What follows belongs to an exercise in optimizing a design on an open flow for small area, a short achievable clock period and few clock cycles per item; a production flow would make more cautious choices. Function was checked by simulation only, so behaviour that the tests miss may differ from the original. No activity file was given, so power comes from the tool's default toggle rates.

==> flow/design.v <==
`timescale 1ns / 1ps
`default_nettype none
package sli_pkg;
   localparam int FUNC_W   = 2;
   localparam int ITEM_W   = 32;
   localparam int STATUS_W = 2;
   localparam int POS_W    = 5;
   localparam int CNT_W    = 6;
   typedef enum logic [FUNC_W-1:0] {
      FUNC_INSERT = 2'd0,
      FUNC_REMOVE = 2'd1,
      FUNC_CLEAR  = 2'd2
   } func_type;
   typedef enum logic [STATUS_W-1:0] {
      STATUS_DONE      = 2'd0,
      STATUS_FULL      = 2'd1,
      STATUS_NOT_FOUND = 2'd2
   } status_type;
endpackage
`default_nettype wire
`timescale 1ns / 1ps
`default_nettype none
module sli_enc #(
   parameter int WIDTH = 8
) (
   input  wire  [WIDTH-1:0]              hit,
   output logic [$clog2(WIDTH+1)-1:0]    count
);
   localparam int CW = $clog2(WIDTH + 1);
   if (WIDTH == 1) begin : g_leaf
      assign count = hit;
   end else begin : g_node
      localparam int LW = WIDTH / 2;
      localparam int RW = WIDTH - LW;
      logic [$clog2(LW+1)-1:0] lo;
      logic [$clog2(RW+1)-1:0] hi;
      sli_enc #(.WIDTH(LW)) u_lo (.hit(hit[LW-1:0]),     .count(lo));
      sli_enc #(.WIDTH(RW)) u_hi (.hit(hit[WIDTH-1:LW]), .count(hi));
      assign count = CW'(lo) + CW'(hi);
   end
endmodule
`default_nettype wire
`timescale 1ns / 1ps
`default_nettype none
module sli_cell #(
   parameter int VALUE_WIDTH = 32
) (
   input  wire                    clock,
   input  wire                    reset,
   input  wire  [VALUE_WIDTH-1:0] wr_item,    
   input  wire  [VALUE_WIDTH-1:0] nxt_item,   
   input  wire  [1:0]             nxt_lt,     
   input  wire  [1:0]             nxt_eq,     
   input  wire                    adv,        
   input  wire                    load,
   input  wire                    set,
   input  wire                    kill,
   output logic                   valid,
   output logic                   lt,
   output logic                   eq
);
   localparam int HW = VALUE_WIDTH / 2;
   logic [VALUE_WIDTH-1:0] value_ff;
   logic                   valid_ff;
   logic [1:0]             lt_ff;
   logic [1:0]             eq_ff;
   logic [1:0]             c_lt;
   logic [1:0]             c_eq;
   assign valid = valid_ff;
   assign lt    = lt_ff[1] || (eq_ff[1] && lt_ff[0]);
   assign eq    = eq_ff[1] && eq_ff[0];
   assign c_lt[1] = valid_ff && ($signed(value_ff[VALUE_WIDTH-1:HW]) < $signed(nxt_item[VALUE_WIDTH-1:HW]));
   assign c_eq[1] = valid_ff && (value_ff[VALUE_WIDTH-1:HW] == nxt_item[VALUE_WIDTH-1:HW]);
   assign c_lt[0] = (value_ff[HW-1:0] < nxt_item[HW-1:0]);
   assign c_eq[0] = (value_ff[HW-1:0] == nxt_item[HW-1:0]);
   always_ff @(posedge clock) begin
      if (load) begin
         value_ff <= wr_item;
      end
   end
   always_ff @(posedge clock) begin
      if (reset || kill) begin
         valid_ff <= 1'b0;
      end else if (set) begin
         valid_ff <= 1'b1;
      end
   end
   always_ff @(posedge clock) begin
      if (adv) begin
         if (kill) begin
            lt_ff <= 2'b00;
            eq_ff <= 2'b00;
         end else if (set) begin
            lt_ff <= nxt_lt;
            eq_ff <= nxt_eq;
         end else begin
            lt_ff <= c_lt;
            eq_ff <= c_eq;
         end
      end
   end
endmodule
`default_nettype wire
`timescale 1ns / 1ps
`default_nettype none
module sorted_list_insert_remove #(
   parameter int CAPACITY    = 32,
   parameter int VALUE_WIDTH = 32
) (
   input  wire                                clock,
   input  wire                                reset,
   input  wire                                req_valid,
   output logic                               req_ready,
   input  wire  [sli_pkg::FUNC_W-1:0]         req_func,
   input  wire  signed [sli_pkg::ITEM_W-1:0]  req_item_value,
   output logic                               rsp_valid,
   input  wire                                rsp_ready,
   output logic [sli_pkg::STATUS_W-1:0]       rsp_status,
   output logic [sli_pkg::POS_W-1:0]          rsp_position,
   output logic [sli_pkg::CNT_W-1:0]          rsp_comparisons,
   output logic [sli_pkg::CNT_W-1:0]          rsp_moves,
   output logic [sli_pkg::CNT_W-1:0]          rsp_entry_count,
   output logic                               rsp_is_empty,
   output logic                               rsp_is_full
);
   localparam int NUM_W  = $clog2(CAPACITY + 1);           
   localparam int GROUPS = 8;
   localparam int GW     = CAPACITY / GROUPS;              
   localparam int GC_W   = $clog2(GW + 1);                 
   localparam int PC_W   = $clog2(2 * GW + 1);             
   localparam int QC_W   = $clog2(4 * GW + 1);             
   localparam int CTL_W  = sli_pkg::STATUS_W + 2 + NUM_W;  
   localparam int WORD_W = sli_pkg::STATUS_W + sli_pkg::POS_W + 3 * sli_pkg::CNT_W + 2;
   localparam int POST   = 5;                              
   function automatic logic [CAPACITY-1:0] prefix_or(input logic [CAPACITY-1:0] x);
      logic [CAPACITY-1:0] p;
      p = x;
      for (int d = 1; d < CAPACITY; d = d * 2) begin
         for (int i = CAPACITY - 1; i >= 0; i--) begin
            if ((i / d) % 2 == 1) begin
               p[i] = p[i] | p[(i / d) * d - 1];
            end
         end
      end
      prefix_or = {p[CAPACITY-2:0], 1'b0};
   endfunction
   logic                        ready_ff;
   logic                        in_vld_ff;
   logic [sli_pkg::FUNC_W-1:0]  in_func_ff;
   logic [VALUE_WIDTH-1:0]      in_item_ff;
   logic [VALUE_WIDTH-1:0]      in_item_n_ff;
   logic [1:0]                  nxt_lt [2];
   logic [1:0]                  nxt_eq [2];
   logic [VALUE_WIDTH-1:0]      nxt_item [2];
   logic                        ex_vld_ff;
   logic [sli_pkg::FUNC_W-1:0]  ex_func_ff;
   logic [VALUE_WIDTH-1:0]      ex_item_ff;
   logic                        adv;
   logic                        fire;
   logic                        full;
   logic                        f_ins;
   logic                        f_rem;
   logic                        f_clr;
   logic                        found;
   logic [CAPACITY-1:0]         slot_valid;
   logic [CAPACITY-1:0]         slot_lt;
   logic [CAPACITY-1:0]         slot_eq;
   logic [CAPACITY-1:0]         free_sel;
   logic [CAPACITY-1:0]         rem_sel;
   logic [NUM_W-1:0]            count_ff;
   logic [NUM_W-1:0]            count_in;
   logic [CTL_W-1:0]            ex_ctl;
   logic [GC_W-1:0]             g_cnt [GROUPS];
   logic                        r1_vld_ff, r2_vld_ff, r3_vld_ff;
   logic                        r1_hold, r2_hold, r3_hold;
   logic [CTL_W-1:0]            r1_ctl_ff, r2_ctl_ff, r3_ctl_ff;
   logic [GC_W-1:0]             r1_g_ff [GROUPS];
   logic [PC_W-1:0]             r2_p_ff [GROUPS/2];
   logic [QC_W-1:0]             r3_lo_ff, r3_hi_ff;
   logic [sli_pkg::STATUS_W-1:0] w_status;
   logic                        w_posen;
   logic                        w_ins;
   logic [NUM_W-1:0]            w_count;
   logic [NUM_W-1:0]            rank;
   logic [NUM_W-1:0]            shift;
   logic [NUM_W-1:0]            lo_n;
   logic [NUM_W-1:0]            hi_n;
   logic [sli_pkg::POS_W-1:0]   pos;
   logic [WORD_W-1:0]           word;
   logic [POST-1:0]             post_ff;       
   logic [POST-1:0]             post_in;
   logic                        take;
   logic                        push;
   logic                        q_full;
   logic                        q0_vld_ff, q1_vld_ff;
   logic [WORD_W-1:0]           q0_word_ff, q1_word_ff;
   logic                        in_vld_in;
   logic                        ex_vld_in;
   logic                        space_in;
   assign full  = count_ff[NUM_W-1];
   assign fire  = ex_vld_ff && !post_ff[POST-1];
   assign adv   = !ex_vld_ff || !post_ff[POST-1];
   assign f_ins = (ex_func_ff == sli_pkg::FUNC_INSERT);
   assign f_rem = (ex_func_ff == sli_pkg::FUNC_REMOVE);
   assign f_clr = (ex_func_ff == sli_pkg::FUNC_CLEAR);
   assign take  = q0_vld_ff && rsp_ready;
   assign req_ready = ready_ff;
   assign post_in   = (fire && !take) ? {post_ff[POST-2:0], 1'b1} :
                      (take && !fire) ? {1'b0, post_ff[POST-1:1]} : post_ff;
   assign space_in  = !post_in[POST-1];
   assign in_vld_in = ready_ff ? req_valid : (in_vld_ff && !adv);
   assign ex_vld_in = adv ? in_vld_ff : ex_vld_ff;
   always_ff @(posedge clock) begin
      if (reset) begin
         ready_ff  <= 1'b1;
         in_vld_ff <= 1'b0;
         ex_vld_ff <= 1'b0;
         post_ff   <= '0;
      end else begin
         ready_ff  <= !in_vld_in || !ex_vld_in || space_in;
         in_vld_ff <= in_vld_in;
         ex_vld_ff <= ex_vld_in;
         post_ff   <= post_in;
      end
   end
   always_ff @(posedge clock) begin
      if (ready_ff) begin
         in_func_ff   <= req_func;
         in_item_ff   <= VALUE_WIDTH'(req_item_value);
         in_item_n_ff <= ~req_item_value;
      end
      if (adv) begin
         ex_func_ff <= in_func_ff;
         ex_item_ff <= in_item_ff;
      end
   end
   assign nxt_item[0] = in_item_ff;
   assign nxt_item[1] = ~in_item_n_ff;
   for (genvar h = 0; h < 2; h++) begin : g_nxt
      assign nxt_lt[h][1] = $signed(ex_item_ff[VALUE_WIDTH-1:VALUE_WIDTH/2]) < $signed(nxt_item[h][VALUE_WIDTH-1:VALUE_WIDTH/2]);
      assign nxt_eq[h][1] = (ex_item_ff[VALUE_WIDTH-1:VALUE_WIDTH/2] == nxt_item[h][VALUE_WIDTH-1:VALUE_WIDTH/2]);
      assign nxt_lt[h][0] = (ex_item_ff[VALUE_WIDTH/2-1:0] < nxt_item[h][VALUE_WIDTH/2-1:0]);
      assign nxt_eq[h][0] = (ex_item_ff[VALUE_WIDTH/2-1:0] == nxt_item[h][VALUE_WIDTH/2-1:0]);
   end
   assign free_sel = ~slot_valid & ~prefix_or(~slot_valid);
   assign rem_sel  = slot_eq & ~prefix_or(slot_eq);
   assign found    = |slot_eq;
   for (genvar i = 0; i < CAPACITY; i++) begin : g_slot
      sli_cell #(
         .VALUE_WIDTH(VALUE_WIDTH)
      ) u_cell (
         .clock    (clock),
         .reset    (reset),
         .wr_item  (ex_item_ff),
         .nxt_item (nxt_item[i / (CAPACITY / 2)]),
         .nxt_lt   (nxt_lt[i / (CAPACITY / 2)]),
         .nxt_eq   (nxt_eq[i / (CAPACITY / 2)]),
         .adv      (adv),
         .load     (free_sel[i]),
         .set      (fire && f_ins && free_sel[i]),
         .kill     ((fire && f_clr) || (fire && f_rem && rem_sel[i])),
         .valid    (slot_valid[i]),
         .lt       (slot_lt[i]),
         .eq       (slot_eq[i])
      );
   end
   always_comb begin
      count_in = count_ff;
      if (fire && f_clr) begin
         count_in = '0;
      end else if (fire && f_ins && !full) begin
         count_in = count_ff + NUM_W'(1);
      end else if (fire && f_rem && found) begin
         count_in = count_ff - NUM_W'(1);
      end
   end
   always_ff @(posedge clock) begin
      if (reset) begin
         count_ff <= '0;
      end else begin
         count_ff <= count_in;
      end
   end
   assign ex_ctl = {(f_ins && full)  ? sli_pkg::STATUS_FULL :
                    (f_rem && !found) ? sli_pkg::STATUS_NOT_FOUND : sli_pkg::STATUS_DONE,
                    f_ins ? !full : (f_rem && found),
                    f_ins && !full,
                    count_in};
   for (genvar g = 0; g < GROUPS; g++) begin : g_grp
      sli_enc #(
         .WIDTH(GW)
      ) u_cnt (
         .hit   (slot_lt[g*GW +: GW]),
         .count (g_cnt[g])
      );
   end
   assign q_full  = q0_vld_ff && q1_vld_ff;
   assign r3_hold = r3_vld_ff && q_full && !rsp_ready;
   assign r2_hold = r2_vld_ff && r3_hold;
   assign r1_hold = r1_vld_ff && r2_hold;
   assign push    = r3_vld_ff && !r3_hold;
   always_ff @(posedge clock) begin
      if (reset) begin
         r1_vld_ff <= 1'b0;
         r2_vld_ff <= 1'b0;
         r3_vld_ff <= 1'b0;
      end else begin
         if (!r1_hold) r1_vld_ff <= fire;
         if (!r2_hold) r2_vld_ff <= r1_vld_ff;
         if (!r3_hold) r3_vld_ff <= r2_vld_ff;
      end
   end
   always_ff @(posedge clock) begin
      if (!r1_hold) begin
         for (int g = 0; g < GROUPS; g++) begin
            r1_g_ff[g] <= g_cnt[g];
         end
         r1_ctl_ff <= ex_ctl;
      end
      if (!r2_hold) begin
         for (int g = 0; g < GROUPS / 2; g++) begin
            r2_p_ff[g] <= PC_W'(r1_g_ff[2*g]) + PC_W'(r1_g_ff[2*g+1]);
         end
         r2_ctl_ff <= r1_ctl_ff;
      end
      if (!r3_hold) begin
         r3_lo_ff  <= QC_W'(r2_p_ff[0]) + QC_W'(r2_p_ff[1]);
         r3_hi_ff  <= QC_W'(r2_p_ff[2]) + QC_W'(r2_p_ff[3]);
         r3_ctl_ff <= r2_ctl_ff;
      end
   end
   assign {w_status, w_posen, w_ins, w_count} = r3_ctl_ff;
   assign rank  = NUM_W'(r3_lo_ff) + NUM_W'(r3_hi_ff);
   assign lo_n  = ~{{(NUM_W-QC_W){1'b0}}, r3_lo_ff};
   assign hi_n  = ~{{(NUM_W-QC_W){1'b0}}, r3_hi_ff};
   assign shift = w_count + lo_n + hi_n + NUM_W'(1);
   assign pos   = w_posen ? sli_pkg::POS_W'(rank) : '0;
   assign word  = {w_status,
                   pos,
                   w_ins ? sli_pkg::CNT_W'(rank) : sli_pkg::CNT_W'(0),
                   w_ins ? sli_pkg::CNT_W'(shift) : sli_pkg::CNT_W'(0),
                   sli_pkg::CNT_W'(w_count),
                   w_count == '0,
                   w_count == NUM_W'(CAPACITY)};
   always_ff @(posedge clock) begin
      if (reset) begin
         q0_vld_ff <= 1'b0;
         q1_vld_ff <= 1'b0;
      end else begin
         q0_vld_ff <= (q0_vld_ff && !take) || q1_vld_ff || push;
         q1_vld_ff <= take ? (q1_vld_ff && push) : (q1_vld_ff || (q0_vld_ff && push));
      end
   end
   always_ff @(posedge clock) begin
      if (take) begin
         q0_word_ff <= q1_vld_ff ? q1_word_ff : word;
      end else if (!q0_vld_ff) begin
         q0_word_ff <= word;
      end
      if (!q1_vld_ff || take) begin
         q1_word_ff <= word;
      end
   end
   assign rsp_valid = q0_vld_ff;
   assign {rsp_status, rsp_position, rsp_comparisons, rsp_moves,
           rsp_entry_count, rsp_is_empty, rsp_is_full} = q0_word_ff;
endmodule
`default_nettype wire
==> flow/run.sh <==
#!/bin/bash
# synth_recipe.tcl (not shown) runs the flow's synth.tcl, then flattens the netlist and writes it again
# the make line also repeats each setting of config.mk as NAME=value (left out here)
make -C /OpenROAD-flow-scripts/flow DESIGN_CONFIG=/design/flow/config.mk WORK_HOME=/design/flow/orfs CLKGATE_MAP_FILE= SYNTH_SCRIPT=/design/flow/synth_recipe.tcl finish
==> flow/config.mk <==
export PLATFORM = sky130hd
export DESIGN_NAME = sorted_list_insert_remove
export DESIGN_NICKNAME = sorted_list_insert_remove
export VERILOG_FILES = /design/flow/design.v
export SDC_FILE = /design/flow/constraint.sdc
export NUM_CORES = 4
export LEC_CHECK = 0
export CAP_MARGIN = 20
export CORE_MARGIN = 2
export CORE_UTILIZATION = 60
export SETUP_SLACK_MARGIN = 2.5
export SLEW_MARGIN = 20
==> flow/constraint.sdc <==
create_clock -name core_clock -period 5.5 [get_ports {clock}]
set_input_delay 1.1000 -clock core_clock [delete_from_list [all_inputs] [get_ports {clock}]]
set_output_delay 1.1000 -clock core_clock [all_outputs]
set_load 0.01 [all_outputs]
==> results of run 1 <==
## logic make-up after synthesis
| kind of cell | Yosys count | synth area share |
|---|---|---|
| AND/OR/NAND/NOR | 1285 | 0.0937 |
| adder cells (fa/ha/maj) | 1159 | 0.201 |
| AO/OA/AOI/OAI | 1082 | 0.0942 |
| multiplexers | 55 | 0.00804 |
| buffers and inverters | 280 | 0.0147 |
| flip-flops | 1437 | 0.586 |
| XOR/XNOR | 19 | 0.00229 |
## synth_stat cells (18+ instances only)
| master | count | share of area |
|---|---|---|
| a211oi_1 | 67 | 0.0069 |
| a21boi_0 | 19 | 0.0020 |
| a21o_1 | 197 | 0.020 |
| a21oi_1 | 400 | 0.027 |
| a31oi_1 | 18 | 0.0015 |
| and3_1 | 35 | 0.0030 |
| clkbuf_1 | 34 | 0.0018 |
| dfxtp_1 | 51 | 0.014 |
| edfxtp_1 | 1386 | 0.57 |
| fa_1 | 20 | 0.0055 |
| ha_1 | 1139 | 0.20 |
| inv_1 | 233 | 0.012 |
| mux2_2 | 28 | 0.0043 |
| mux2i_1 | 27 | 0.0037 |
| nand2_1 | 256 | 0.013 |
| nand2b_1 | 25 | 0.0021 |
| nand3_1 | 157 | 0.011 |
| nand4_1 | 209 | 0.018 |
| nor2_1 | 229 | 0.012 |
| nor2b_1 | 83 | 0.0071 |
| nor3_1 | 88 | 0.0060 |
| nor4_1 | 56 | 0.0048 |
| o211ai_1 | 34 | 0.0035 |
| o21a_1 | 34 | 0.0035 |
| o21ai_0 | 158 | 0.011 |
| o22ai_1 | 28 | 0.0024 |
| or3_1 | 20 | 0.0017 |
## stage by stage
stage          setup slack [ns]   util  hold WS (ns)  std cells  cell area, um^2
5_1_grt                    2.46  0.694         0.446       7496            83300
3_5_place_dp               1.49  0.637         0.408       7085            76600
3_3_place_gp               1.57  0.637         0.404       7085            76600
2_1_floorplan              1.43      -         0.400       5317            72900
6_report                   2.54  0.694         0.422       7498            83300
4_1_cts                    2.44  0.688         0.422       7461            82700
## registers in the layout (all words and copies together) (netlist names), 2 cells and up
name / count
in_func_ff: 2
in_item_n_ff: 32
g_slot.u_cell.lt_ff: 64
count_ff: 6
r1_g_ff: 24
ex_func_ff: 2
r2_p_ff: 16
r1_ctl_ff: 10
r3_ctl_ff: 10
post_ff: 5
q1_word_ff: 27
ex_item_ff: 32
r3_lo_ff: 5
q0_word_ff: 27
g_slot.u_cell.valid_ff: 32
r2_ctl_ff: 10
g_slot.u_cell.eq_ff: 64
g_slot.u_cell.value_ff: 1024
r3_hi_ff: 5
in_item_ff: 32
## final cells by class
cell class / count / area (um^2) / area share
diodes: 2 / 5.00 / 0.0000601
well taps: 1612 / 2020 / 0.0242
flip-flops and latches: 1437 / 42600 / 0.512
clock inverters: 78 / 599 / 0.00719
inverters: 234 / 935 / 0.0112
multi-input cells: 3607 / 29900 / 0.359
repair buffers: 319 / 2880 / 0.0346
clock buffers: 209 / 4330 / 0.0520
## layer usage
metal  global-route usage  part of all wire
met4               0.0880             0.024
met3               0.0555             0.094
met1                0.486              0.45
met2                0.469              0.43
met5                    0           0.00020
## worst max path at each step
stage                     depth (start not counted)                                    start                                  endpoint
final                                             9                 in_item_ff[28]$_DFFE_PP_  g_slot[15].u_cell.lt_ff[1]$_SDFFCE_PP0N_
after global routing                              9                 in_item_ff[30]$_DFFE_PP_  g_slot[15].u_cell.lt_ff[1]$_SDFFCE_PP0N_
after CTS                                         9                 in_item_ff[29]$_DFFE_PP_  g_slot[15].u_cell.lt_ff[1]$_SDFFCE_PP0N_
after detailed placement                          5  g_slot[10].u_cell.valid_ff$_SDFFE_PP0P_  g_slot[31].u_cell.value_ff[14]$_DFFE_PP_
after global placement                            5  g_slot[10].u_cell.valid_ff$_SDFFE_PP0P_  g_slot[31].u_cell.value_ff[12]$_DFFE_PP_
after floorplan                                   5   g_slot[2].u_cell.valid_ff$_SDFFE_PP0P_   g_slot[15].u_cell.value_ff[0]$_DFFE_PP_
## repair_timing
action                                  4_1_cts  5_1_grt
endpoints found under the setup margin      918      459
resized for setup                            81       56
setup buffers                                82       29
hold buffers                                  0        0
gates cloned                                  7        0
pin swaps                                    18       23
endpoints found under the hold margin         0        0
## critical path, stage by stage (launching register included)
cell and delay, ns:
edfxtp_1 0.39, clkinvlp_4 0.22, buf_4 0.23, ha_1 0.27
nand4_1 0.24, nor4_4 0.47, a21boi_4 0.30, a2111oi_4 0.09
mux2i_2 0.35, o22ai_1 0.12
## power by group through the flow
stage          Sequential (mW)  Clock [mW]  Combinational (mW)
6_report                  12.1        10.2                1.65
5_1_grt                   12.1        10.8                1.82
4_1_cts                   12.1        10.3                1.60
3_5_place_dp              12.4           0                1.50
3_3_place_gp              12.4           0                1.46
2_1_floorplan             12.4           0               0.784
==> impl_metrics.yaml, run 1 <==
outcome:
  status: "timing/DRC/antenna clean"
critical_path:
  r2r-start: "in_item_ff[28]$_DFFE_PP_"
  worstSetupEndpointType: "register"
  cp_max_fo: 6
  required_ns: 6.01
  crit_type: "register to register"
  timing.rr.end: "g_slot[15].u_cell.lt_ff[1]$_SDFFCE_PP0N_"
  reg2reg_depth: 9
  arrival_ns: 3.48
  r2r_setup_slack_ns: 2.54
  worst_setup_path_start_kind: "register"
clock_network:
  h-tree-depth: 4
  tritoncts: "built"
  cts_root_buf: "clkbuf_16"
  clk_latency_ns: 0.79
  clk_pin_slew_worst_paths_ns: 0.06
  cts_sinks: 1437
  clockBufferDepth: 3
  cts_buffers: 155
synthesis:
  synth.yosys.seq_area_share: 0.586
  netlist_area_um2: 72800
  synthFlopType: "edfxtp_1"
  synth-edff-count: 1386
  syn-num-nets: 6514
  ys_warn_count: 13
  synthCells: 5317
  synth_seq_cells: 1437
  synth_cell_types: 93
  synthArstFlopShare: 0
  avgSynthCellArea_um2: 13.7
floorplan:
  dieArea_um2: 124000
  boundaryPins: 67
  die_h_um: 352
  die_w_um: 352
  rows: 127
  core_area_um2: 120000
  initial_core_util: 0.606
routing:
  antenna_left: 0
  vias_per_cell: 6.38
  drc: 0
  wl_per_cell_um: 26.5
  drt_iter0_markers: 5461
  num_vias: 47854
  drt-total-wl_um: 199000
  first_pass_iters: 5
timing:
  drv_slew: 0
  final.setup.tns_ns: 0
  max_freq_ghz: 0.337
  finalCritPeriodShare: 0.539
  slew_headroom: 0.247
  hold_violations: 0
  layout_min_cycle_time_ns: 2.96
  rsz0062_at_grt: "true"
  tightest_slew_ns: 1.12
  setup_viol: 0
  skew_ns: 0.0237
grt:
  grt_usage: 0.318
  grt_overflow: 0
  antenna_found_initial: 7
  grt_pass1_wl_um: 293000
  grt_pass1_vias: 45963
  grt_max_degree: 103
min_path:
  min_to: "r2_ctl_ff[5]$_DFFE_PN_"
  hold_path.class: "register to register"
  hp-start: "r1_ctl_ff[5]$_DFFE_PN_"
  hold_depth: 0
cells_and_area:
  final_common_cell: "edfxtp_1"
  final_cell_mix: "edfxtp_1 (1,386), ha_1 (1,137), a21oi_1 (400)"
  n_fill_cell: 8531
  final_layout_size_suffix_gt1_frac: 0.113
  num-nets-final: 6951
  syn2layout_area_growth_pct: 14.5
power_and_ir_drop:
  share_comb_of_total_power: 0.069
  switchingPower_mw: 5.41
  static-leakage-power_nw: 33.4
  p_int_mw: 18.6
  power.density_nw_per_um2: 288
  ir_worst_vdd_mv: 0.341
  power_switching_share: 0.226
  clkPwrFrac: 0.426
  seqPwrFrac: 0.505
  design_power_total_mw: 24.0
placement:
  hpwlAfterDp_um: 130000
  place_congestion: 0.909
  portBuffers: 66
flow_run:
  maxCapViolCount: 0
Testbench counts, summed over its fixed seeds: cycles 12,048, items 12,000.
==> run 2: changes to the inputs <==
--- a/flow/config.mk
+++ b/flow/config.mk
@@ -9,4 +9,6 @@
 export CORE_MARGIN = 2
 export CORE_UTILIZATION = 60
-export SETUP_SLACK_MARGIN = 2.5
+export CTS_BUF_LIST = sky130_fd_sc_hd__clkbuf_8
+export CTS_CLUSTER_SIZE = 30
+export SETUP_SLACK_MARGIN = 2.7
 export SLEW_MARGIN = 20
==> run 2 against run 1 <==
Net effect:
- register-to-register slack is essentially flat
- maximum frequency shrank 0.31%
- setup slack lost 0.0092 ns
- clock power shrank 13%
- critical path depth grew 1
==> impl_metrics.yaml, run 2 <==
outcome:
  status: "timing/DRC/antenna clean"
grt:
  grt_max_degree: 100
  grt_usage: 0.329
  use_met2: 0.485
  antenna_found_initial: 6
  grt_pass1_vias: 47411
  grt_pass1_wl_um: 302000
  met1_usage: 0.497
  grt_overflow: 0
  gr-usage-met3: 0.0609
  busiest_layer: "met1"
synthesis:
  yosys-top-cells-count: "edfxtp_1 (1,386), ha_1 (1,139), a21oi_1 (400), nand2_1 (256), inv_1 (233)"
  synth_most_common_cell: "edfxtp_1"
  synth_seq_cells: 1437
  synth_top_area_frac: 0.572
  netlist_area_um2: 72800
  syn-num-nets: 6514
  synthArstFlopShare: 0
  synth.yosys.seq_area_share: 0.586
  ys_warn_count: 13
  synth-edff-count: 1386
  synth_cell_types: 93
  synthCells: 5317
  synth.area.top_cells: "edfxtp_1 (57%), ha_1 (20%), a21oi_1 (2.7%)"
  yosys.area.top_type: "edfxtp_1"
  synthFlopType: "edfxtp_1"
  avgSynthCellArea_um2: 13.7
clock_network:
  cts-hold-fix-buffers: 0
  h-tree-depth: 4
  cts_root_buf: "clkbuf_8"
  clk_pin_slew_worst_paths_ns: 0.06
  cts_sinks: 1437
  clockBufferDepth: 3
  clk_latency_ns: 0.97
  tritoncts: "built"
  cts_buffers: 235
floorplan:
  initial_core_util: 0.606
  die_h_um: 352
  die_w_um: 352
  dieArea_um2: 124000
  core_area_um2: 120000
  boundaryPins: 67
  rows: 127
timing:
  layout_min_cycle_time_ns: 2.97
  setup_slack_ns: 2.53
  final.setup.tns_ns: 0
  tightest_slew_ns: 1.06
  hold_violations: 0
  rsz0062_at_grt: "true"
  finalCritPeriodShare: 0.540
  max_freq_ghz: 0.336
  setup_viol: 0
  hold_slack_ns: 0.413
  skew_ns: 0.0323
  slew_headroom: 0.291
  drv_slew: 0
critical_path:
  arrival_ns: 3.76
  reg2reg_depth: 10
  r2r_setup_slack_ns: 2.53
  crit_type: "register to register"
  worst_setup_path_start_kind: "register"
  worstSetupEndpointType: "register"
  timing.rr.end: "g_slot[0].u_cell.lt_ff[1]$_SDFFCE_PP0N_"
  r2r-start: "in_item_ff[27]$_DFFE_PP_"
  required_ns: 6.29
  cp_max_fo: 5
placement:
  place_congestion: 0.936
  portBuffers: 66
  place_ws_ns: 1.61
  hpwlAfterDp_um: 134000
  dp.cells: 7062
  postPlaceCellArea_um2: 76500
routing:
  drc: 0
  antenna_left: 0
  first_pass_iters: 8
  num_vias: 49151
  drt_iter0_markers: 5446
  wl_per_cell_um: 26.6
  vias_per_cell: 6.33
  drt-total-wl_um: 206000
cells_and_area:
  num-nets-final: 7145
  final_common_cell: "edfxtp_1"
  largest_reg_flops: 1024
  final_layout_size_suffix_gt1_frac: 0.159
  layout.cells.non_filler: 7762
  top_regs: "g_slot.u_cell.value_ff: 1024 flops, g_slot.u_cell.eq_ff: 64 flops, g_slot.u_cell.lt_ff: 64 flops"
  final_cell_mix: "edfxtp_1 (1,386), ha_1 (1,128), a21oi_1 (396)"
  utilization: 0.707
  fin_area_um2: 84900
  top_register: "g_slot.u_cell.value_ff"
  syn2layout_area_growth_pct: 16.6
flow_run:
  maxCapViolCount: 0
min_path:
  hold_depth: 0
  min_to: "r2_ctl_ff[5]$_DFFE_PN_"
  hp-start: "r1_ctl_ff[5]$_DFFE_PN_"
  hold_path.class: "register to register"
power_and_ir_drop:
  ir_worst_vdd_mv: 0.300
  design_power_total_mw: 22.7
  static-leakage-power_nw: 34.5
  power.density_nw_per_um2: 268
## run 2: metal layers
metal	wire, um	share of wire	up-vias
li1	-	-	22309
met1	91000	0.44	24194
met2	89300	0.43	2265
met3	20200	0.098	377
met4	5600	0.027	6
met5	29	0.00014	-
## run 2: worst max-delay path by stage
stage / startpoint / to / cells after the start
2_1_floorplan: g_slot[2].u_cell.valid_ff$_SDFFE_PP0P_ / g_slot[11].u_cell.value_ff[0]$_DFFE_PP_ / 5
3_3_place_gp: g_slot[10].u_cell.valid_ff$_SDFFE_PP0P_ / g_slot[30].u_cell.value_ff[10]$_DFFE_PP_ / 6
3_5_place_dp: g_slot[10].u_cell.valid_ff$_SDFFE_PP0P_ / g_slot[30].u_cell.value_ff[11]$_DFFE_PP_ / 6
4_1_cts: in_item_ff[29]$_DFFE_PP_ / g_slot[0].u_cell.lt_ff[1]$_SDFFCE_PP0N_ / 10
5_1_grt: in_item_ff[27]$_DFFE_PP_ / g_slot[0].u_cell.lt_ff[1]$_SDFFCE_PP0N_ / 10
6_report: in_item_ff[27]$_DFFE_PP_ / g_slot[0].u_cell.lt_ff[1]$_SDFFCE_PP0N_ / 10
## run 2: kinds of logic after synthesis
group,after synthesis,synth area share
adders and majority gates,1159,0.201
muxes,55,0.00804
and+or+nand+nor,1285,0.0937
buffers and inverters,280,0.0147
AOI/OAI and AO/OA,1082,0.0942
xor gates and xnor gates,19,0.00229
DFF,1437,0.586
## run 2: power by group
group	leakage (nW)	switching, mW	total [mW]	internal [mW]
clock network	2.60	4.38	8.87	4.49
registers	13.9	0.0611	12.1	12.1
logic	18.0	1.10	1.75	0.649
## run 2: timing repair
action                                  CTS  global route
cloned                                   16             0
endpoints found under the setup margin  958           312
pin swaps                                57            72
gates resized for setup                 204           146
buffers inserted                        176            64
## run 2: layout make-up
type                            count  area (um^2)
Clock inverter                    174          836
Tap cell                         1612         2020
Multi-Input combinational cell   3615        30900
Clock buffer                      262         3610
Fill cell                        8304        35200
Sequential cell                  1437        42700
Antenna cell                        3         7.51
Inverter                          234          938
Timing Repair inverter              1         7.51
Timing Repair Buffer              424         3970
## run 2: worst max-delay path, stage by stage (launching register included)
cell and delay [ns]:
edfxtp_1 0.42, clkinvlp_4 0.22, buf_6 0.17, buf_6 0.13, ha_4 0.27, nand4_1 0.20
nor4_4 0.43, a21boi_4 0.28, a211o_1 0.14, mux2_4 0.34, o32ai_2 0.20
==> run 3: changes to the inputs <==
--- a/flow/design.v
+++ b/flow/design.v
@@ -52,5 +52,4 @@
    input  wire  [1:0]             nxt_lt,     
    input  wire  [1:0]             nxt_eq,     
-   input  wire                    adv,        
    input  wire                    load,
    input  wire                    set,
@@ -87,15 +86,13 @@
    end
    always_ff @(posedge clock) begin
-      if (adv) begin
-         if (kill) begin
-            lt_ff <= 2'b00;
-            eq_ff <= 2'b00;
-         end else if (set) begin
-            lt_ff <= nxt_lt;
-            eq_ff <= nxt_eq;
-         end else begin
-            lt_ff <= c_lt;
-            eq_ff <= c_eq;
-         end
+      if (kill) begin
+         lt_ff <= 2'b00;
+         eq_ff <= 2'b00;
+      end else if (set) begin
+         lt_ff <= nxt_lt;
+         eq_ff <= nxt_eq;
+      end else begin
+         lt_ff <= c_lt;
+         eq_ff <= c_eq;
       end
    end
@@ -132,5 +129,6 @@
    localparam int CTL_W  = sli_pkg::STATUS_W + 2 + NUM_W;  
    localparam int WORD_W = sli_pkg::STATUS_W + sli_pkg::POS_W + 3 * sli_pkg::CNT_W + 2;
-   localparam int POST   = 5;                              
+   localparam int POST   = 6;                              
+   localparam int QD     = 3;                              
    function automatic logic [CAPACITY-1:0] prefix_or(input logic [CAPACITY-1:0] x);
       logic [CAPACITY-1:0] p;
@@ -193,22 +191,22 @@
    logic                        push;
    logic                        q_full;
-   logic                        q0_vld_ff, q1_vld_ff;
-   logic [WORD_W-1:0]           q0_word_ff, q1_word_ff;
+   logic [QD-1:0]               q_vld_ff;
+   logic [WORD_W-1:0]           q_word_ff [QD];
    logic                        in_vld_in;
    logic                        ex_vld_in;
    logic                        space_in;
    assign full  = count_ff[NUM_W-1];
-   assign fire  = ex_vld_ff && !post_ff[POST-1];
-   assign adv   = !ex_vld_ff || !post_ff[POST-1];
+   assign fire  = ex_vld_ff;
+   assign adv   = in_vld_ff && !post_ff[POST-1];
    assign f_ins = (ex_func_ff == sli_pkg::FUNC_INSERT);
    assign f_rem = (ex_func_ff == sli_pkg::FUNC_REMOVE);
    assign f_clr = (ex_func_ff == sli_pkg::FUNC_CLEAR);
-   assign take  = q0_vld_ff && rsp_ready;
+   assign take  = q_vld_ff[0] && rsp_ready;
    assign req_ready = ready_ff;
-   assign post_in   = (fire && !take) ? {post_ff[POST-2:0], 1'b1} :
-                      (take && !fire) ? {1'b0, post_ff[POST-1:1]} : post_ff;
+   assign post_in   = (adv && !take) ? {post_ff[POST-2:0], 1'b1} :
+                      (take && !adv) ? {1'b0, post_ff[POST-1:1]} : post_ff;
    assign space_in  = !post_in[POST-1];
    assign in_vld_in = ready_ff ? req_valid : (in_vld_ff && !adv);
-   assign ex_vld_in = adv ? in_vld_ff : ex_vld_ff;
+   assign ex_vld_in = adv;
    always_ff @(posedge clock) begin
       if (reset) begin
@@ -218,5 +216,5 @@
          post_ff   <= '0;
       end else begin
-         ready_ff  <= !in_vld_in || !ex_vld_in || space_in;
+         ready_ff  <= !in_vld_in || space_in;
          in_vld_ff <= in_vld_in;
          ex_vld_ff <= ex_vld_in;
@@ -230,8 +228,6 @@
          in_item_n_ff <= ~req_item_value;
       end
-      if (adv) begin
-         ex_func_ff <= in_func_ff;
-         ex_item_ff <= in_item_ff;
-      end
+      ex_func_ff <= in_func_ff;
+      ex_item_ff <= in_item_ff;
    end
    assign nxt_item[0] = in_item_ff;
@@ -256,5 +252,4 @@
          .nxt_lt   (nxt_lt[i / (CAPACITY / 2)]),
          .nxt_eq   (nxt_eq[i / (CAPACITY / 2)]),
-         .adv      (adv),
          .load     (free_sel[i]),
          .set      (fire && f_ins && free_sel[i]),
@@ -295,5 +290,5 @@
       );
    end
-   assign q_full  = q0_vld_ff && q1_vld_ff;
+   assign q_full  = q_vld_ff[QD-1];
    assign r3_hold = r3_vld_ff && q_full && !rsp_ready;
    assign r2_hold = r2_vld_ff && r3_hold;
@@ -345,24 +340,27 @@
    always_ff @(posedge clock) begin
       if (reset) begin
-         q0_vld_ff <= 1'b0;
-         q1_vld_ff <= 1'b0;
+         q_vld_ff <= '0;
       end else begin
-         q0_vld_ff <= (q0_vld_ff && !take) || q1_vld_ff || push;
-         q1_vld_ff <= take ? (q1_vld_ff && push) : (q1_vld_ff || (q0_vld_ff && push));
+         for (int k = 0; k < QD; k++) begin
+            logic stay;
+            logic here;
+            stay = take ? ((k + 1 < QD) && q_vld_ff[(k + 1) % QD]) : q_vld_ff[k];
+            here = (k == 0) || (take ? q_vld_ff[k] : q_vld_ff[(k + QD - 1) % QD]);
+            q_vld_ff[k] <= stay || (push && here);
+         end
       end
    end
    always_ff @(posedge clock) begin
-      if (take) begin
-         q0_word_ff <= q1_vld_ff ? q1_word_ff : word;
-      end else if (!q0_vld_ff) begin
-         q0_word_ff <= word;
-      end
-      if (!q1_vld_ff || take) begin
-         q1_word_ff <= word;
+      for (int k = 0; k < QD; k++) begin
+         if (take) begin
+            q_word_ff[k] <= ((k + 1 < QD) && q_vld_ff[(k + 1) % QD]) ? q_word_ff[(k + 1) % QD] : word;
+         end else if (!q_vld_ff[k]) begin
+            q_word_ff[k] <= word;
+         end
       end
    end
-   assign rsp_valid = q0_vld_ff;
+   assign rsp_valid = q_vld_ff[0];
    assign {rsp_status, rsp_position, rsp_comparisons, rsp_moves,
-           rsp_entry_count, rsp_is_empty, rsp_is_full} = q0_word_ff;
+           rsp_entry_count, rsp_is_empty, rsp_is_full} = q_word_ff[0];
 endmodule
 `default_nettype wire
--- a/flow/config.mk
+++ b/flow/config.mk
@@ -8,7 +8,5 @@
 export CAP_MARGIN = 20
 export CORE_MARGIN = 2
-export CORE_UTILIZATION = 60
-export CTS_BUF_LIST = sky130_fd_sc_hd__clkbuf_8
-export CTS_CLUSTER_SIZE = 30
+export CORE_UTILIZATION = 40
 export SETUP_SLACK_MARGIN = 2.7
 export SLEW_MARGIN = 20
==> run 3 against run 2 <==
Net effect:
- clock skew decreased by 0.011 ns
- sequential share of layout area decreased by 1.6 points
- flip-flop and latch count increased by 29
- critical endpoint is now g_slot[17].u_cell.lt_ff[1]$_SDFF_PP0_
==> impl_metrics.yaml, run 3 <==
routing:
  wl_per_cell_um: 24.3
  drt_iter0_markers: 4287
  first_pass_iters: 5
  antenna_left: 0
  vias_per_cell: 5.67
  drc: 0
  drt-total-wl_um: 207000
  num_vias: 48282
synthesis:
  netlist_area_um2: 72100
  synth_cell_types: 73
  avgSynthCellArea_um2: 13.0
  synthCells: 5547
  synth-edff-count: 1197
  yosys-top-cells-count: "edfxtp_1 (1,197), ha_1 (1,139), a21oi_1 (440), nand2_1 (353), nor2_1 (304)"
  synth.yosys.seq_area_share: 0.573
  synth_seq_cells: 1466
  synth_top_area_frac: 0.499
  synthFlopType: "edfxtp_1"
  ys_warn_count: 15
  synthArstFlopShare: 0
  synth.area.top_cells: "edfxtp_1 (50%), ha_1 (20%), dfxtp_1 (7.5%)"
  syn-num-nets: 6744
  synth_most_common_cell: "edfxtp_1"
  yosys.area.top_type: "edfxtp_1"
timing:
  skew_ns: 0.0215
  tightest_slew_ns: 1.12
  finalCritPeriodShare: 0.516
  layout_min_cycle_time_ns: 2.84
  rsz0062_at_grt: "true"
  drv_slew: 0
  setup_viol: 0
  slew_headroom: 0.246
  max_freq_ghz: 0.353
  final.setup.tns_ns: 0
  hold_violations: 0
  setup_slack_ns: 2.66
placement:
  place_ws_ns: 1.73
  hpwlAfterDp_um: 134000
  place_congestion: 0.918
  portBuffers: 66
grt:
  grt_pass1_vias: 46910
  grt_usage: 0.220
  grt_pass1_wl_um: 302000
  grt_max_degree: 43
  antenna_found_initial: 5
  grt_overflow: 0
floorplan:
  boundaryPins: 67
  initial_core_util: 0.403
  rows: 155
  dieArea_um2: 184000
  die_h_um: 428
  die_w_um: 428
  core_area_um2: 179000
critical_path:
  worst_path_max_delay_cell: "nor4_2"
  worst_setup_path_start_kind: "register"
  cp_max_fo: 8
  required_ns: 6.23
  crit_top_cell: "buf_4"
  path_cells: "buf_4 > buf_4 > ha_1 > nand4_1 > nor4_2 > a21boi_0 > a211o_1 > mux2i_2 > a22oi_1 > nor2_1"
  arrival_ns: 3.56
  crit_type: "register to register"
  cp-startpoint: "in_item_n_ff[31]$_DFFE_PP_"
  worstSetupEndpointType: "register"
  r2r-start: "in_item_n_ff[31]$_DFFE_PP_"
  slowest_delay_ns: 0.40
  r2r_setup_slack_ns: 2.66
cells_and_area:
  multi_input_area_um2: 31000
  num-nets-final: 7223
  n_fill_cell: 15530
  seq_area_um2: 41400
  top_register: "g_slot.u_cell.value_ff"
  final_layout_size_suffix_gt1_frac: 0.128
  syn2layout_area_growth_pct: 18.1
  utilization: 0.476
  largest_reg_flops: 1024
  final_common_cell: "edfxtp_1"
  top_regs: "g_slot.u_cell.value_ff: 1024 flops, q_word_ff: 81 flops"
  final_cell_mix: "edfxtp_1 (1,197), ha_1 (1,132), a21oi_1 (438)"
clock_network:
  cts_buffers: 160
  clockBufferDepth: 3
  cts_sinks: 1466
  cts-hold-fix-buffers: 0
  clk_latency_ns: 0.81
  cts_root_buf: "clkbuf_16"
  clk_pin_slew_worst_paths_ns: 0.06
  h-tree-depth: 4
  tritoncts: "built"
outcome:
  status: "timing/DRC/antenna clean"
power_and_ir_drop:
  static-leakage-power_nw: 34.0
  power.density_nw_per_um2: 289
  ir_worst_vdd_mv: 0.359
flow_run:
  maxCapViolCount: 0
min_path:
  hold_path.class: "register to register"
  hp-start: "in_func_ff[1]$_DFFE_PP_"
-- run 3: changes by cell type in the layout (fill, tap and decap cells not counted), sizes merged, moves of 32 or more --
cell    before   now
a21o       197   160
nand3      158    89
dfxtp       51   269
inv        311   223
buf        359   302
o21ai      164   248
nor2       242   320
clkbuf     262   230
a21oi      400   440
nand2      256   354
edfxtp    1386  1197
-- run 3: per-stage QoR --
step / total power, mW / hold WS (ns) / instance area, um^2 / cells
4_1_cts: 24.7 / 0.343 / 83700 / 8447
3_5_place_dp: 13.9 / 0.329 / 76700 / 8038
3_3_place_gp: 13.9 / 0.324 / 76700 / 8038
5_1_grt: 25.4 / 0.351 / 85100 / 8515
6_report: 24.6 / 0.343 / 85200 / 8518
2_1_floorplan: 13.2 / 0.323 / 72200 / 5547
-- run 3: worst paths after layout --
check / cells after the start / to
worst max-delay path: 10 / g_slot[17].u_cell.lt_ff[1]$_SDFF_PP0_
worst min-delay path: 0 / ex_func_ff[1]$_DFF_P_
worst max register to register: 10 / g_slot[17].u_cell.lt_ff[1]$_SDFF_PP0_
worst min register to register: 0 / ex_func_ff[1]$_DFF_P_
-- run 3: worst max-delay path, delay by kind of cell, from the launching register on --
kind	cells	cell delay, ns
AO/OA/AOI/OAI	3	0.53
adder cells (fa/ha/maj)	1	0.36
buffers and inverters	2	0.38
flip-flops	1	0.38
multiplexers	1	0.39
AND/OR/NAND/NOR	3	0.71
-- run 3: per-layer routing --
metal | vias to the layer above | global-route usage | wire, um
met4 | 4 | 0.0802 | 7860
li1 | 22500 | - | -
met2 | 1637 | 0.347 | 92900
met5 | - | 0 | 24
met3 | 401 | 0.0353 | 14500
met1 | 23740 | 0.306 | 91600
-- run 3: power breakdown --
group | switching [mW] | total (mW) | internal [mW] | leakage, nW
clock network | 4.50 | 10.7 | 6.25 | 2.55
registers | 0.101 | 12.2 | 12.1 | 13.5
logic | 1.08 | 1.70 | 0.622 | 18.0
-- run 3: kinds of logic (layout without fill, tap and decap cells) --
family / count (synthesis) / after routing / synth area share
compound gates: 1209 / 1209 / 0.103
other cells: 0 / 3 / 0
fa+ha+maj: 1159 / 1159 / 0.203
buf+inv: 291 / 894 / 0.0155
mux: 45 / 46 / 0.00644
xor+xnor: 18 / 18 / 0.00219
flops: 1466 / 1466 / 0.573
simple gates: 1359 / 1368 / 0.0957
-- run 3: cell type report --
cell class,instances,share of cell area
Clock inverter,70,0.00799
Antenna cell,3,0.0000882
Timing Repair Buffer,371,0.0429
Inverter,227,0.0107
Sequential cell,1466,0.486
Multi-Input combinational cell,3800,0.364
Clock buffer,226,0.0534
Tap cell,2355,0.0346
-- run 3: what timing repair did --
| item | 4_1_cts | 5_1_grt |
|---|---|---|
| pin swaps | 35 | 44 |
| resized for setup | 186 | 152 |
| cloned | 9 | 6 |
| setup buffers | 104 | 58 |
| endpoints found under the setup margin | 686 | 239 |
Testbench counts of run 3, summed over its fixed seeds: cycles 12,048, items 12,000.
==> run 4: changes to the inputs <==
==> flow/flow/run.sh (new file) <==
#!/bin/bash
# Own layout flow: the standard layout (standard.sh, with its synthesis unchanged) with two
# resizer settings changed:
#  - the ports are buffered with buf_4 instead of the buffer buffer_ports picks by itself
#  - timing repair may swap a cell for one with a different footprint (MATCH_CELL_FOOTPRINT=0)
# make's full output goes to flow_make.log; ORFS keeps each step's log under orfs/logs/.
set -euo pipefail
bash standard.sh finish MATCH_CELL_FOOTPRINT=0 \
   "BUFFER_PORTS_ARGS=-buffer_cell sky130_fd_sc_hd__buf_4" > flow_make.log 2>&1
==> flow/standard.sh (new file) <==
#!/bin/bash
# synth_recipe.tcl (not shown) runs the flow's synth.tcl, then flattens the netlist and writes it again
# the make line also repeats each setting of config.mk as NAME=value (left out here)
make -C /OpenROAD-flow-scripts/flow DESIGN_CONFIG=/design/flow/config.mk WORK_HOME=/design/flow/orfs CLKGATE_MAP_FILE= SYNTH_SCRIPT=/design/flow/synth_recipe.tcl "${@:-finish}"
removed: flow/run.sh
==> run 4 against run 3 <==
Net effect:
- still clean on timing, DRC and antenna
- combinational power hardly changed
- first-iteration DRC count up 3.6%
- sequential power barely moved
- design area is 0.78% lower
- routed wire length increased by 0.24%
- flip-flop and latch count is the same
- die area unchanged
- synthesized cell count unchanged
- via count up 0.69%
- register-to-register slack gained 0.06 ns
- non-clock buffer count fell by 3
- critical path type unchanged
- critical endpoint is now g_slot[21].u_cell.lt_ff[1]$_SDFF_PP0_
- highest routed layer unchanged
==> impl_metrics.yaml, run 4 <==
clock_network:
  tritoncts: "built"
  clockBufferDepth: 3
  cts_sinks: 1466
  cts-hold-fix-buffers: 0
  h-tree-depth: 4
  clk_latency_ns: 0.82
  cts_buffers: 159
  cts_root_buf: "clkbuf_16"
  clk_pin_slew_worst_paths_ns: 0.06
routing:
  first_pass_iters: 6
  antenna_left: 0
  num_vias: 48615
  drt-total-wl_um: 207000
  drc: 0
  vias_per_cell: 5.71
  wl_per_cell_um: 24.4
  drt_iter0_markers: 4442
timing:
  hold_slack_ns: 0.339
  hold_violations: 0
  drv_slew: 0
  skew_ns: 0.0299
  rsz0062_at_grt: "true"
  layout_min_cycle_time_ns: 2.77
  finalCritPeriodShare: 0.504
  setup_viol: 0
  max_freq_ghz: 0.361
  slew_headroom: 0.253
  tightest_slew_ns: 1.12
  final.setup.tns_ns: 0
cells_and_area:
  syn2layout_area_growth_pct: 17.2
  final_layout_size_suffix_gt1_frac: 0.134
  final_common_cell: "edfxtp_1"
  final_cell_mix: "edfxtp_1 (1,197), ha_1 (1,137), a21oi_1 (437)"
  top_regs: "g_slot.u_cell.value_ff: 1024 flops, q_word_ff: 81 flops"
  num-nets-final: 7220
  largest_reg_flops: 1024
  layout.cells.non_filler: 8516
  top_register: "g_slot.u_cell.value_ff"
grt:
  grt_pass1_vias: 47187
  grt_max_degree: 51
  grt_overflow: 0
  grt_pass1_wl_um: 303000
  antenna_found_initial: 5
  grt_usage: 0.221
synthesis:
  synth-edff-count: 1197
  synthFlopType: "edfxtp_1"
  synth_most_common_cell: "edfxtp_1"
  synth.area.top_cells: "edfxtp_1 (50%), ha_1 (20%), dfxtp_1 (7.5%)"
  synthCells: 5547
  synthArstFlopShare: 0
  yosys-top-cells-count: "edfxtp_1 (1,197), ha_1 (1,139), a21oi_1 (440), nand2_1 (353), nor2_1 (304)"
  synth.yosys.seq_area_share: 0.573
  yosys.area.top_type: "edfxtp_1"
  synth_cell_types: 73
  netlist_area_um2: 72100
  avgSynthCellArea_um2: 13.0
  synth_top_area_frac: 0.499
  ys_warn_count: 15
  synth_seq_cells: 1466
  syn-num-nets: 6744
placement:
  dp.cells: 8045
  hpwlAfterDp_um: 134000
  place_congestion: 0.874
  portBuffers: 66
critical_path:
  worstSetupEndpointType: "register"
  crit_top_cell: "buf_12"
  arrival_ns: 3.51
  required_ns: 6.24
  path_cells: "buf_12 > ha_1 > nor2b_1 > o211ai_1 > a2111oi_4 > nor4b_4 > mux2i_4 > buf_12 > buf_8 > a22oi_1 > nor2_1"
  cp_max_fo: 8
  crit_type: "register to register"
  worst_path_max_delay_cell: "edfxtp_1"
  slowest_delay_ns: 0.43
  worst_setup_path_start_kind: "register"
power_and_ir_drop:
  power.density_nw_per_um2: 288
  ir_worst_vdd_mv: 0.361
  static-leakage-power_nw: 33.7
  design_power_total_mw: 24.3
floorplan:
  dieArea_um2: 184000
  boundaryPins: 67
  core_area_um2: 179000
  initial_core_util: 0.403
  rows: 155
  die_w_um: 428
  die_h_um: 428
flow_run:
  maxCapViolCount: 0
outcome:
  status: "timing/DRC/antenna clean"
min_path:
  hold_path.class: "register to register"
-- run 4: area by class of cell --
type	instances	area [um^2]
repair buffers	368	3420
flip-flops and latches	1466	41400
inverters	227	922
fillers	15731	94300
diodes	1	2.50
well taps	2355	2950
clock inverters	74	647
clock buffers	224	4430
multi-input cells	3801	30700
-- run 4: timing repair --
item,4_1_cts,5_1_grt
pin swaps,31,18
gates resized for setup,97,146
endpoints found under the setup margin,661,438
buffers inserted,110,44
cloned,10,3
-- run 4: power breakdown --
| group | switching [mW] | internal (mW) |
|---|---|---|
| Clock | 4.51 | 5.97 |
| Sequential | 0.0845 | 12.1 |
| Combinational | 1.09 | 0.613 |
| Total | 5.69 | 18.7 |
-- run 4: worst paths after layout --
path,cells after the start,to,slack [ns],startpoint
worst max-delay path,11,g_slot[21].u_cell.lt_ff[1]$_SDFF_PP0_,2.73,in_item_n_ff[17]$_DFFE_PP_
worst min-delay path,0,ex_func_ff[1]$_DFF_P_,0.34,in_func_ff[1]$_DFFE_PP_
worst max register to register,11,g_slot[21].u_cell.lt_ff[1]$_SDFF_PP0_,2.73,in_item_n_ff[17]$_DFFE_PP_
worst min register to register,0,ex_func_ff[1]$_DFF_P_,0.34,in_func_ff[1]$_DFFE_PP_
-- run 4: cell families (layout without fill, tap and decap cells) --
kind of cell,Yosys count,count (layout),share of synthesized area
flops,1466,1466,0.573
simple gates,1359,1369,0.0957
compound gates,1209,1209,0.103
fa+ha+maj,1159,1159,0.203
buf+inv,291,893,0.0155
mux,45,46,0.00644
xor+xnor,18,18,0.00219
other cells,0,1,0
-- run 4: critical path, delay by kind of cell (launching register included) --
kind	cells	cell delay [ns]
compound gates	3	0.56
fa+ha+maj	1	0.31
buf+inv	3	0.48
flops	1	0.43
mux	1	0.35
simple gates	3	0.57
-- run 4: per-layer routing --
metal | GRT usage | up-vias | part of all wire
li1 | - | 22449 | -
met1 | 0.309 | 24115 | 0.45
met2 | 0.355 | 1679 | 0.46
met3 | 0.0267 | 370 | 0.062
met4 | 0.0733 | 2 | 0.034
met5 | 0 | - | 0.000053
-- run 4: through the flow --
step	utilization	cell area, um^2	setup WS, ns
final	0.472	84500	2.73
after global routing	0.472	84500	2.63
after CTS	0.466	83300	2.64
after detailed placement	0.429	76600	1.81
after global placement	0.428	76600	1.89
after floorplan	-	72200	2.16
==> run 5: changes to the inputs <==
--- a/flow/config.mk
+++ b/flow/config.mk
@@ -9,4 +9,4 @@
 export CORE_MARGIN = 2
 export CORE_UTILIZATION = 40
-export SETUP_SLACK_MARGIN = 2.7
+export SETUP_SLACK_MARGIN = 3.2
 export SLEW_MARGIN = 20
==> run 5 against run 4 <==
Net effect:
- clock power up 9%
- setup slack gained 0.0017 ns
- non-clock buffer count increased by 254
- clock skew is 0.0021 ns lower
- critical path type unchanged
- design area is 8.3% higher
- sequential share of layout area shrank 3.7 points
- combinational power increased by 18%
- via count up 4.0%
- die area unchanged
- first-iteration DRC count increased by 13%
- sequential power hardly changed
- core utilization increased by 3.9 points
==> impl_metrics.yaml, run 5 <==
outcome:
  status: "timing/DRC/antenna clean"
cells_and_area:
  layout.cells.non_filler: 8777
  largest_reg_flops: 1024
  num-nets-final: 7480
  final_cell_mix: "edfxtp_1 (1,197), ha_1 (1,066), a21oi_1 (374)"
  fin_area_um2: 91500
  multi_input_area_um2: 33400
  top_register: "g_slot.u_cell.value_ff"
  syn2layout_area_growth_pct: 27.0
  top_regs: "g_slot.u_cell.value_ff: 1024 flops, q_word_ff: 81 flops"
  seq_area_um2: 41500
  final_layout_size_suffix_gt1_frac: 0.233
  utilization: 0.512
  final_common_cell: "edfxtp_1"
  n_fill_cell: 14896
placement:
  portBuffers: 66
  place_congestion: 0.885
  dp.cells: 8023
  hpwlAfterDp_um: 135000
  place_ws_ns: 1.79
  postPlaceCellArea_um2: 76700
power_and_ir_drop:
  design_power_total_mw: 25.6
  power_switching_share: 0.232
  clkPwrFrac: 0.446
  power.density_nw_per_um2: 280
  p_int_mw: 19.7
  static-leakage-power_nw: 36.5
  switchingPower_mw: 5.94
  seqPwrFrac: 0.475
  ir_worst_vdd_mv: 0.338
  share_comb_of_total_power: 0.079
clock_network:
  clockBufferDepth: 3
  clk_pin_slew_worst_paths_ns: 0.07
  cts_buffers: 161
  tritoncts: "built"
  cts_root_buf: "clkbuf_16"
  h-tree-depth: 4
  clk_latency_ns: 0.80
  cts-hold-fix-buffers: 0
  cts_sinks: 1466
timing:
  finalCritPeriodShare: 0.503
  rsz0062_at_grt: "true"
  drv_slew: 0
  max_freq_ghz: 0.361
  slew_headroom: 0.276
  tightest_slew_ns: 1.07
  skew_ns: 0.0278
  hold_violations: 0
  final.setup.tns_ns: 0
  setup_slack_ns: 2.73
  layout_min_cycle_time_ns: 2.77
  hold_slack_ns: 0.347
  setup_viol: 0
synthesis:
  yosys-top-cells-count: "edfxtp_1 (1,197), ha_1 (1,139), a21oi_1 (440), nand2_1 (353), nor2_1 (304)"
  ys_warn_count: 15
  synth_cell_types: 73
  synthCells: 5547
  synth_most_common_cell: "edfxtp_1"
  synth-edff-count: 1197
  synth.yosys.seq_area_share: 0.573
  avgSynthCellArea_um2: 13.0
  synthFlopType: "edfxtp_1"
  yosys.area.top_type: "edfxtp_1"
  syn-num-nets: 6744
  synthArstFlopShare: 0
  synth_top_area_frac: 0.499
  netlist_area_um2: 72100
  synth_seq_cells: 1466
  synth.area.top_cells: "edfxtp_1 (50%), ha_1 (20%), dfxtp_1 (7.5%)"
grt:
  grt_pass1_vias: 48764
  grt_usage: 0.232
  antenna_found_initial: 3
  grt_overflow: 0
  grt_max_degree: 51
  grt_pass1_wl_um: 318000
critical_path:
  r2r_setup_slack_ns: 2.73
  arrival_ns: 3.48
  cp_max_fo: 8
  crit_type: "register to register"
  required_ns: 6.21
  timing.rr.end: "g_slot[8].u_cell.lt_ff[1]$_SDFF_PP0_"
  worstSetupEndpointType: "register"
  reg2reg_depth: 12
  worst_setup_path_start_kind: "register"
  r2r-start: "in_item_ff[29]$_DFFE_PP_"
  endpoint: "g_slot[8].u_cell.lt_ff[1]$_SDFF_PP0_"
  cp-startpoint: "in_item_ff[29]$_DFFE_PP_"
floorplan:
  die_w_um: 428
  rows: 155
  dieArea_um2: 184000
  core_area_um2: 179000
  die_h_um: 428
  initial_core_util: 0.403
  boundaryPins: 67
routing:
  wl_per_cell_um: 25.2
  antenna_left: 0
  vias_per_cell: 5.76
  drc: 0
  drt-total-wl_um: 221000
  drt_iter0_markers: 5010
  first_pass_iters: 7
  num_vias: 50552
min_path:
  hold_path.class: "register to register"
flow_run:
  maxCapViolCount: 0
run 5: changes by cell type in the layout (fill, tap and decap cells not counted), moves of 31 or more:
| cell | before | now |
|---|---|---|
| o21ai_1 | 6 | 46 |
| nand2_1 | 351 | 312 |
| clkbuf_16 | 164 | 195 |
| ha_4 | 2 | 69 |
| o21ai_0 | 240 | 188 |
| a21oi_1 | 437 | 374 |
| buf_4 | 306 | 343 |
| ha_1 | 1137 | 1066 |
| buf_6 | 16 | 127 |
| buf_12 | 36 | 101 |
| a21oi_2 | 3 | 65 |
run 5: layout make-up:
class	count	share of cell area
well taps	2355	0.0322
inverters	227	0.0101
repair inverters	1	0.0000820
clock buffers	215	0.0504
flip-flops and latches	1466	0.453
diodes	2	0.0000547
clock inverters	85	0.0110
multi-input cells	3804	0.365
repair buffers	622	0.0782
run 5: how the worst min path moves through the flow:
stage	cells after the start	slack, ns	end	startpoint
after floorplan	0	0.32	ex_func_ff[0]$_DFF_P_	in_func_ff[0]$_DFFE_PP_
after global placement	0	0.33	ex_func_ff[1]$_DFF_P_	in_func_ff[1]$_DFFE_PP_
final	0	0.35	ex_func_ff[0]$_DFF_P_	in_func_ff[0]$_DFFE_PP_
after CTS	0	0.35	ex_func_ff[0]$_DFF_P_	in_func_ff[0]$_DFFE_PP_
after global routing	0	0.36	ex_func_ff[1]$_DFF_P_	in_func_ff[1]$_DFFE_PP_
after detailed placement	0	0.34	ex_func_ff[1]$_DFF_P_	in_func_ff[1]$_DFFE_PP_
run 5: cells by family after synthesis:
family,synth area share
AO/OA/AOI/OAI,0.103
XOR/XNOR,0.00219
adder cells (fa/ha/maj),0.203
buffers and inverters,0.0155
flip-flops,0.573
multiplexers,0.00644
AND/OR/NAND/NOR,0.0957
run 5: critical path, stage by stage, from the launching register on:
cell and delay [ns]:
edfxtp_1 0.40, clkinvlp_4 0.13, buf_12 0.14, buf_12 0.14
buf_4 0.15, ha_1 0.31, nand4_1 0.20, nor4_4 0.08
a21boi_2 0.19, a2111oi_2 0.37, mux2i_2 0.36, nand2_1 0.09
o22ai_1 0.11
run 5: repair_timing:
| item | CTS | global route |
|---|---|---|
| gates resized for setup | 669 | 344 |
| buffers inserted | 332 | 73 |
| cloned | 25 | 16 |
| pin swaps | 219 | 177 |
| endpoints found under the hold margin | 0 | 0 |
| endpoints found under the setup margin | 1016 | 776 |
run 5: power groups by stage:
stage / sequential [mW] / clock, mW / combinational, mW
2_1_floorplan: 12.4 / 0 / 0.802
3_5_place_dp: 12.5 / 0 / 1.46
4_1_cts: 12.2 / 11.6 / 1.89
3_3_place_gp: 12.5 / 0 / 1.42
6_report: 12.2 / 11.4 / 2.01
5_1_grt: 12.2 / 12.0 / 2.18
run 5: layer usage:
metal / vias up / wire length [um] / track usage
met3: 384 / 16500 / 0.0318
met1: 25148 / 96100 / 0.324
met4: 2 / 6620 / 0.0697
li1: 23032 / - / -
met5: - / 13 / 0
met2: 1986 / 102000 / 0.374

port drivers added, routing unchanged:
Ports are ideal in the flow. The routed layouts listed here were re-timed in OpenROAD. Step 1 assumes that a clkbuf_16 drives the clock port and a buf_2 every other input. Step 2 adds t to the input delays and takes it off the output delays; t is the mean of the earliest and latest rising clock arrival at the registers after step 1. Input paths then give back, and output paths get back, about the clock's delay inside the block. a / b / c = ideal / step 1 / step 2; a / b = the first two.
| run | t, ns | setup slack, ns | worst setup path after step 2 | worst register clock-pin slew, ns |
|---|---|---|---|---|
| run 1 | 0.857 | 2.537 / 2.537 / 2.112 | input to register | 0.06 / 0.06 |
| run 2 | 1.031 | 2.528 / 2.528 / 1.965 | input to register | 0.07 / 0.07 |
| run 3 | 0.881 | 2.665 / 2.665 / 2.169 | input to register | 0.07 / 0.07 |
| run 4 | 0.889 | 2.729 / 2.729 / 2.360 | input to register | 0.06 / 0.06 |
| run 5 | 0.871 | 2.731 / 2.731 / 2.646 | input to register | 0.07 / 0.07 |
After both steps every run listed still meets setup and hold. The setup slack of run 2, which loses most, moves by 0.000 ns with the drivers and by -0.563 ns with both steps.
